What follows belongs to an exercise in optimizing a design on an open flow for small area, a short achievable clock period and few clock cycles per item; a production flow would make more cautious choices. In this exercise RTL edits were held to simulation tests only and were not proved equivalent to the original. Power and IR drop assume default switching activity.

run A:
==> flow/design.v (excerpt) <==
module script_token_lexer_top #(
	parameter int TEXT_MAX = stl_pkg::TEXT_MAX_DEF
) (
	input  logic              clk,
	input  logic              arst_n,
	input  logic              in_valid,
	output logic              in_stall,
	input  logic [8:0]        in_item,
	output logic              out_valid,
	input  logic              out_stall,
	output logic [92:0]       out_item,
	input  logic              cfg_valid,
	output logic              cfg_ready,
	input  logic              cfg_data
);
	function automatic stl_pkg::cls_t classify(input logic [7:0] c, input logic is_end);
		stl_pkg::cls_t k;
		logic sym;
		unique case (c)
			8'h2B, 8'h2D, 8'h2A, 8'h2F, 8'h25, 8'h2C, 8'h3B, 8'h3A,
			8'h28, 8'h29, 8'h5B, 8'h5D, 8'h7B, 8'h7D: sym = 1'b1;
			default: sym = 1'b0;
		endcase
		k.lf     = c == 8'h0A;
		k.letter = (c >= 8'h61 && c <= 8'h7A) || (c >= 8'h41 && c <= 8'h5A);
		k.digit  = c >= 8'h30 && c <= 8'h39;
		k.und    = c == 8'h5F;
		k.dot    = c == 8'h2E;
		k.dq     = c == 8'h22;
		k.sq     = c == 8'h27;
		k.bsl    = c == 8'h5C;
		k.eq     = c == 8'h3D;
		k.cmpch  = c == 8'h3D || c == 8'h3C || c == 8'h3E;
		k.sym    = sym;
		k.lf_sym = k.lf || sym;
		k.rb     = k.lf || k.letter || sym;
		k.e_lo   = 2'b00;
		if (is_end) begin
			k = '0;
		end
		k.e_lo   = c[3] ? 2'b11 : c[2:1];
		classify = k;
	endfunction
	logic        nl_en_q;
	logic        in_v_q;
	logic [7:0]  in_c_q;
	logic        in_end_q;
	logic        in_nl_q;
	stl_pkg::cls_t in_cls_q;
	logic        accept;
	logic        consume;
	logic [2:0]  q_v;
	logic        num_pend;
	logic [1:0]  push_cnt;
	logic        r0_lf;
	logic [3:0]  r0_kind, r1_kind;
	logic [8:0]  r0_val, r1_val;
	logic [47:0] mant;
	logic [3:0]  frac;
	logic [3:0]  head_kind;
	logic [8:0]  head_val;
	logic [19:0] head_line;
	logic        is_num, is_len;
	assign cfg_ready = 1'b1;
	assign in_stall  = in_v_q && !consume;
	assign accept    = in_valid && !in_stall;
	always_ff @(posedge clk or negedge arst_n) begin
		if (!arst_n) begin
			nl_en_q <= 1'b0;
			in_v_q  <= 1'b0;
  ...
For scale: about 1200 cells after synthesis, about 0.011 mm^2 of cells after synthesis.
clock: 5.0 ns
lec_check: 0
cap_margin: 20
core_margin: 2
core_utilization: 75
setup_slack_margin: 1.8
slew_margin: 20
standard.sh (not shown) runs the stock make flow with config.mk's settings and CLKGATE_MAP_FILE= SYNTH_SCRIPT=/design/flow/synth_recipe.tcl, a recipe that flattens the netlist after the stock synthesis.
==> flow/flow/run.sh <==
#!/bin/bash
# Layout flow: the standard flow (standard.sh, synthesis included) with
# two changes to how the layout is built:
# - the port buffers that placement inserts are plain buffers
#   (sky130_fd_sc_hd__buf_1) instead of the delay cells buffer_ports
#   picks by default;
# - clock tree synthesis uses clkbuf_8 buffers and no dummy loads.
set -e
cp standard.sh standard_sh_copy.txt
export BUFFER_PORTS_ARGS="-buffer_cell sky130_fd_sc_hd__buf_1"
export CTS_ARGS="-sink_clustering_enable -repair_clock_nets -sink_clustering_size 30 -sink_clustering_max_diameter 100 -buf_list sky130_fd_sc_hd__clkbuf_8 -dont_use_dummy_load"
bash standard.sh > standard.log 2>&1
Testbench counts of run A, summed over its fixed seeds: cycles 44,563, items 44,472.
> inputs changed (run A -> run B)
- SETUP_SLACK_MARGIN now 1.9, was 1.8
==> comparison <==
Switching portion of total power: run A vs run B, no meaningful difference. Run A -> run B: sequential area share after synthesis delta 0, exact match. Against run A as the reference, run B delivers a higher combinational-cell power consumption. Comparing run B and run A, the higher met3 usage was measured on run B.
Changes in run C relative to run B:
- SETUP_SLACK_MARGIN now 2.0, was 1.9
## What came out
Fraction of power consumed by the clock network (higher): run B. A start point of the critical path of in_c_q[3] is what run C shows, while u_lexer.m_str_q belongs to run B. Total power of run C is higher than that of run B. Between run C and run B, the difference in cell area after placement is negligible.

---

script_token_lexer_top, a different RTL version from the one above (not shown whole).
Size: ~1200 cells after synthesis, ~170 flip-flops, about 110 I/O pins, about 0.011 sq mm of cells after synthesis.
Design script_token_lexer_top, start of the top module:
module script_token_lexer_top #(
	parameter int TEXT_MAX = stl_pkg::TEXT_MAX_DEF
) (
	input  logic              clk,
	input  logic              arst_n,
	input  logic              in_valid,
	output logic              in_stall,
	input  logic [8:0]        in_item,
	output logic              out_valid,
	input  logic              out_stall,
	output logic [92:0]       out_item,
	input  logic              cfg_valid,
	output logic              cfg_ready,
	input  logic              cfg_data
);
==> flow/config.mk <==
export PLATFORM = sky130hd
export DESIGN_NAME = script_token_lexer_top
export DESIGN_NICKNAME = script_token_lexer_top
export VERILOG_FILES = /design/flow/design.v
export SDC_FILE = /design/flow/constraint.sdc
export NUM_CORES = 4
export LEC_CHECK = 0
export CAP_MARGIN = 20
export CORE_MARGIN = 2
export CORE_UTILIZATION = 65
export CTS_BUF_LIST = sky130_fd_sc_hd__clkbuf_4 sky130_fd_sc_hd__clkbuf_8
export CTS_CLUSTER_DIAMETER = 100
export CTS_CLUSTER_SIZE = 30
export SETUP_SLACK_MARGIN = 2.0
export SLEW_MARGIN = 20
==> flow/constraint.sdc <==
create_clock -name core_clock -period 5.0 [get_ports {clk}]
set_input_delay 1.0000 -clock core_clock [delete_from_list [all_inputs] [get_ports {clk}]]
set_output_delay 1.0000 -clock core_clock [all_outputs]
set_load 0.01 [all_outputs]
==> flow/flow/run.sh <==
#!/bin/bash
# Layout flow: the standard flow, with the port buffers that placement
# inserts made plain buffers (sky130_fd_sc_hd__buf_1) instead of the
# delay cells buffer_ports picks by default. Everything else is the
# standard flow (standard.sh), synthesis included.
set -e
cp standard.sh standard_sh_copy.txt
export BUFFER_PORTS_ARGS="-buffer_cell sky130_fd_sc_hd__buf_1"
bash standard.sh > standard.log 2>&1
Testbench counts at the start, summed over its fixed seeds: cycles 44,563, items 44,472.
Change:
==> flow/flow/run.sh (replaced) <==
#!/bin/bash
# Layout flow: the standard flow (standard.sh, synthesis included) with
# two changes to how the layout is built:
# - the port buffers that placement inserts are plain buffers
#   (sky130_fd_sc_hd__buf_1) instead of the delay cells buffer_ports
#   picks by default;
# - clock tree synthesis uses clkbuf_8 buffers and no dummy loads.
set -e
cp standard.sh standard_sh_copy.txt
export BUFFER_PORTS_ARGS="-buffer_cell sky130_fd_sc_hd__buf_1"
export CTS_ARGS="-sink_clustering_enable -repair_clock_nets -sink_clustering_size 30 -sink_clustering_max_diameter 100 -buf_list sky130_fd_sc_hd__clkbuf_8 -dont_use_dummy_load"
bash standard.sh > standard.log 2>&1
--- a/flow/config.mk
+++ b/flow/config.mk
@@ -9,7 +9,4 @@
 export CORE_MARGIN = 2
 export CORE_UTILIZATION = 65
-export CTS_BUF_LIST = sky130_fd_sc_hd__clkbuf_4 sky130_fd_sc_hd__clkbuf_8
-export CTS_CLUSTER_DIAMETER = 100
-export CTS_CLUSTER_SIZE = 30
 export SETUP_SLACK_MARGIN = 2.0
 export SLEW_MARGIN = 20
Cell area decreases by 1.5%.
Final cell count falls by 0.64%.
Die area is unchanged.
Sequential share of layout area goes up by 0.51 points.
First-iteration DRC count went up by 9.4%.
Total power decreases by 4.5%.

---

== v1 ==
script_token_lexer_top, a different RTL version from the one above (not shown whole).
For scale: roughly 1300 cells after synthesis, about 160 flip-flops, ~11000 µm² of cells after synthesis.
export LEC_CHECK = 0
export CAP_MARGIN = 20
export CORE_MARGIN = 2
export CORE_UTILIZATION = 65
export CTS_BUF_LIST = sky130_fd_sc_hd__clkbuf_4 sky130_fd_sc_hd__clkbuf_8
export SETUP_SLACK_MARGIN = 2.5
export SLEW_MARGIN = 20
create_clock -name core_clock -period 5.0 [get_ports {clk}]
==> flow/flow/run.sh <==
#!/bin/bash
# Layout flow: the standard flow, with the port buffers that placement
# inserts made plain buffers (sky130_fd_sc_hd__buf_2) instead of the
# delay cells buffer_ports picks by default. Everything else is the
# standard flow (standard.sh), synthesis included.
set -e
cp standard.sh standard_sh_copy.txt
export BUFFER_PORTS_ARGS="-buffer_cell sky130_fd_sc_hd__buf_2"
bash standard.sh > standard.log 2>&1
Testbench counts of v1, summed over its fixed seeds: cycles 44,563, items 44,472.
--- input diff v1..v58 ---
==> flow/run.sh (new file) <==
#!/bin/bash
# synth_recipe.tcl (not shown) runs the flow's synth.tcl, then flattens the netlist and writes it again
# the make line also repeats each setting of config.mk as NAME=value (left out here)
make -C /OpenROAD-flow-scripts/flow DESIGN_CONFIG=/design/flow/config.mk WORK_HOME=/design/flow/orfs CLKGATE_MAP_FILE= SYNTH_SCRIPT=/design/flow/synth_recipe.tcl finish
diff --git a/flow/config.mk b/flow/config.mk
--- a/flow/config.mk
+++ b/flow/config.mk
@@ -7,2 +7,3 @@
 export LEC_CHECK = 0
+export ABC_CLOCK_PERIOD_IN_PS = 2000
 export CAP_MARGIN = 20
@@ -11,3 +12,3 @@
 export CTS_BUF_LIST = sky130_fd_sc_hd__clkbuf_4 sky130_fd_sc_hd__clkbuf_8
-export SETUP_SLACK_MARGIN = 2.5
+export SETUP_SLACK_MARGIN = 1.5
 export SLEW_MARGIN = 20
removed: flow/flow/run.sh
removed: flow/standard.sh
## What came out
v58: all stages complete, timing, DRC and antenna checks passed. Total design power, v1 and v58: lower on v58. Delta (v58 minus v1): final critical-path share of the clock period went up by 1.6 points; total of max-cap violations essentially unchanged; sequential share of layout area rose 4.4 points. Final wirelength in v58 is 24% below v1. For the clock tree cell share of total cell area, v58 came in 0.26 points higher than v1 did. Looking at worst setup slack before clock tree synthesis, v58 sits 88 ps below v1.
Input changes introduced in v26 (baseline for comparison: v58):
==> flow/flow/run.sh (new file) <==
#!/bin/bash
# Layout flow: the standard flow, with the port buffers that placement
# inserts made plain buffers (sky130_fd_sc_hd__buf_1) instead of the
# delay cells buffer_ports picks by default. Everything else is the
# standard flow (standard.sh), synthesis included.
set -e
cp standard.sh standard_sh_copy.txt
export BUFFER_PORTS_ARGS="-buffer_cell sky130_fd_sc_hd__buf_1"
bash standard.sh > standard.log 2>&1
==> flow/standard.sh (new file) <==
#!/bin/bash
# synth_recipe.tcl (not shown) runs the flow's synth.tcl, then flattens the netlist and writes it again
# the make line also repeats each setting of config.mk as NAME=value (left out here)
make -C /OpenROAD-flow-scripts/flow DESIGN_CONFIG=/design/flow/config.mk WORK_HOME=/design/flow/orfs CLKGATE_MAP_FILE= SYNTH_SCRIPT=/design/flow/synth_recipe.tcl "${@:-finish}"
diff --git a/flow/config.mk b/flow/config.mk
--- a/flow/config.mk
+++ b/flow/config.mk
@@ -7,3 +7,2 @@
 export LEC_CHECK = 0
-export ABC_CLOCK_PERIOD_IN_PS = 2000
 export CAP_MARGIN = 20
@@ -12,3 +11,5 @@
 export CTS_BUF_LIST = sky130_fd_sc_hd__clkbuf_4 sky130_fd_sc_hd__clkbuf_8
-export SETUP_SLACK_MARGIN = 1.5
+export CTS_CLUSTER_DIAMETER = 100
+export CTS_CLUSTER_SIZE = 30
+export SETUP_SLACK_MARGIN = 1.6
 export SLEW_MARGIN = 20
removed: flow/run.sh
### Flow results
- v26 | status: complete | timing, DRC, antenna: pass
- In v26 relative to v58, sum of internal, switching and leakage power had gone down by a few percent.
- Delta (v26 minus v58): final HPWL from detailed placement did not really move, fill cell total of the finished layout went up.
- v26 against v58: non-clock buffer count fell by about 1.4%; part of the total power dissipated in the clock network did not really move; worst setup slack after layout picked up an extra 140 ps.
- Re minimum clock period: v26 is 140 ps down on v58.
- Of v58 and v26, the higher power density of the placed cells belongs to v26.

---

Starting RTL as in the previous note.
==> flow/design.v (excerpt) <==
module script_token_lexer_top #(
	parameter int TEXT_MAX = stl_pkg::TEXT_MAX_DEF
) (
	input  logic              clk,
	input  logic              arst_n,
	input  logic              in_valid,
	output logic              in_stall,
	input  logic [8:0]        in_item,
	output logic              out_valid,
	input  logic              out_stall,
	output logic [92:0]       out_item,
	input  logic              cfg_valid,
	output logic              cfg_ready,
	input  logic              cfg_data
);
	function automatic stl_pkg::cls_t classify(input logic [7:0] c, input logic is_end);
		stl_pkg::cls_t k;
		logic sym;
		unique case (c)
			8'h2B, 8'h2D, 8'h2A, 8'h2F, 8'h25, 8'h2C, 8'h3B, 8'h3A,
			8'h28, 8'h29, 8'h5B, 8'h5D, 8'h7B, 8'h7D: sym = 1'b1;
			default: sym = 1'b0;
		endcase
		k.lf     = c == 8'h0A;
		k.letter = (c >= 8'h61 && c <= 8'h7A) || (c >= 8'h41 && c <= 8'h5A);
		k.digit  = c >= 8'h30 && c <= 8'h39;
		k.und    = c == 8'h5F;
		k.dot    = c == 8'h2E;
		k.dq     = c == 8'h22;
		k.sq     = c == 8'h27;
		k.bsl    = c == 8'h5C;
		k.eq     = c == 8'h3D;
		k.cmpch  = c == 8'h3D || c == 8'h3C || c == 8'h3E;
		k.sym    = sym;
		k.lf_sym = k.lf || sym;
		k.rb     = k.lf || k.letter || sym;
		classify = is_end ? '0 : k;
	endfunction
	logic        nl_en_q;
	logic        in_v_q;
	logic [7:0]  in_c_q;
	logic        in_end_q;
	logic        in_nl_q;
	stl_pkg::cls_t in_cls_q;
	logic        accept;
	logic        consume;
	logic [2:0]  q_v;
  ...
Settings: LEC_CHECK=0, CAP_MARGIN=20, CORE_MARGIN=2, CORE_UTILIZATION=65, CTS_BUF_LIST=sky130_fd_sc_hd__clkbuf_4 sky130_fd_sc_hd__clkbuf_8, SLEW_MARGIN=20; clock period 5.0 ns.
==> flow/flow/run.sh <==
#!/bin/bash
# Layout flow: the standard flow, with the port buffers that placement
# inserts made plain buffers (sky130_fd_sc_hd__buf_2) instead of the
# delay cells buffer_ports picks by default. Everything else is the
# standard flow (standard.sh), synthesis included.
set -e
cp standard.sh standard_sh_copy.txt
export BUFFER_PORTS_ARGS="-buffer_cell sky130_fd_sc_hd__buf_2"
bash standard.sh > standard.log 2>&1
Testbench counts at the start, summed over its fixed seeds: cycles 44,563, items 44,472.
Then changed:
==> flow/run.sh (new file) <==
#!/bin/bash
# synth_recipe.tcl (not shown) runs the flow's synth.tcl, then flattens the netlist and writes it again
# the make line also repeats each setting of config.mk as NAME=value (left out here)
make -C /OpenROAD-flow-scripts/flow DESIGN_CONFIG=/design/flow/config.mk WORK_HOME=/design/flow/orfs CLKGATE_MAP_FILE= SYNTH_SCRIPT=/design/flow/synth_recipe.tcl finish
removed: flow/flow/run.sh
removed: flow/standard.sh
Result: Non-clock buffer count came out lower by 2; wire length went down slightly; critical path depth does not change; cell count stays flat; cell area grows by a few percent; combinational power grows by a few percent.

==> port drivers added, routing unchanged <==
No port has a modelled driver above. Below, the same layouts with a new extraction and two added sets of constraints. Step 1, drivers: a clkbuf_16 drives clk and a buf_2 each remaining input, both assumed. Step 2 also shifts input and output timing later by t, the mid clock arrival at the registers, as if the neighbouring blocks saw the same clock. a / b / c = ideal ports / drivers / drivers and shift; a / b = the first two.
run | t, ns | setup slack, ns | latest minus earliest clock arrival (ns) | worst slew at a driven data input, ns
run A | 0.493 | 1.895 / 1.867 / 1.567 | 0.026 / 0.025 | 0.04
run B | 0.483 | 1.990 / 1.952 / 1.517 | 0.027 / 0.027 | 0.04
run C | 0.496 | 2.012 / 1.981 / 1.711 | 0.033 / 0.032 | 0.04
the first run of note 2 | 0.508 | 1.936 / 1.936 / 1.879 | 0.023 / 0.023 | 0.04
the second run of note 2 | 0.489 | 1.940 / 1.940 / 1.812 | 0.036 / 0.036 | 0.04
v1 | 0.534 | 1.595 / 1.595 / 1.595 | 0.018 / 0.017 | 0.04
v58 | 0.504 | 1.516 / 1.516 / 1.488 | 0.017 / 0.017 | 0.04
v26 | 0.515 | 1.656 / 1.656 / 1.656 | 0.024 / 0.024 | 0.04
the first run of note 4 | 0.504 | 1.213 / 1.213 / 1.213 | 0.022 / 0.022 | 0.03
the second run of note 4 | 0.518 | 1.111 / 1.111 / 1.111 | 0.024 / 0.023 | 0.04
After both steps every run listed still meets setup and hold. For run B, which loses most, drivers alone change the setup slack by -0.038 ns; drivers and shift together by -0.473 ns.
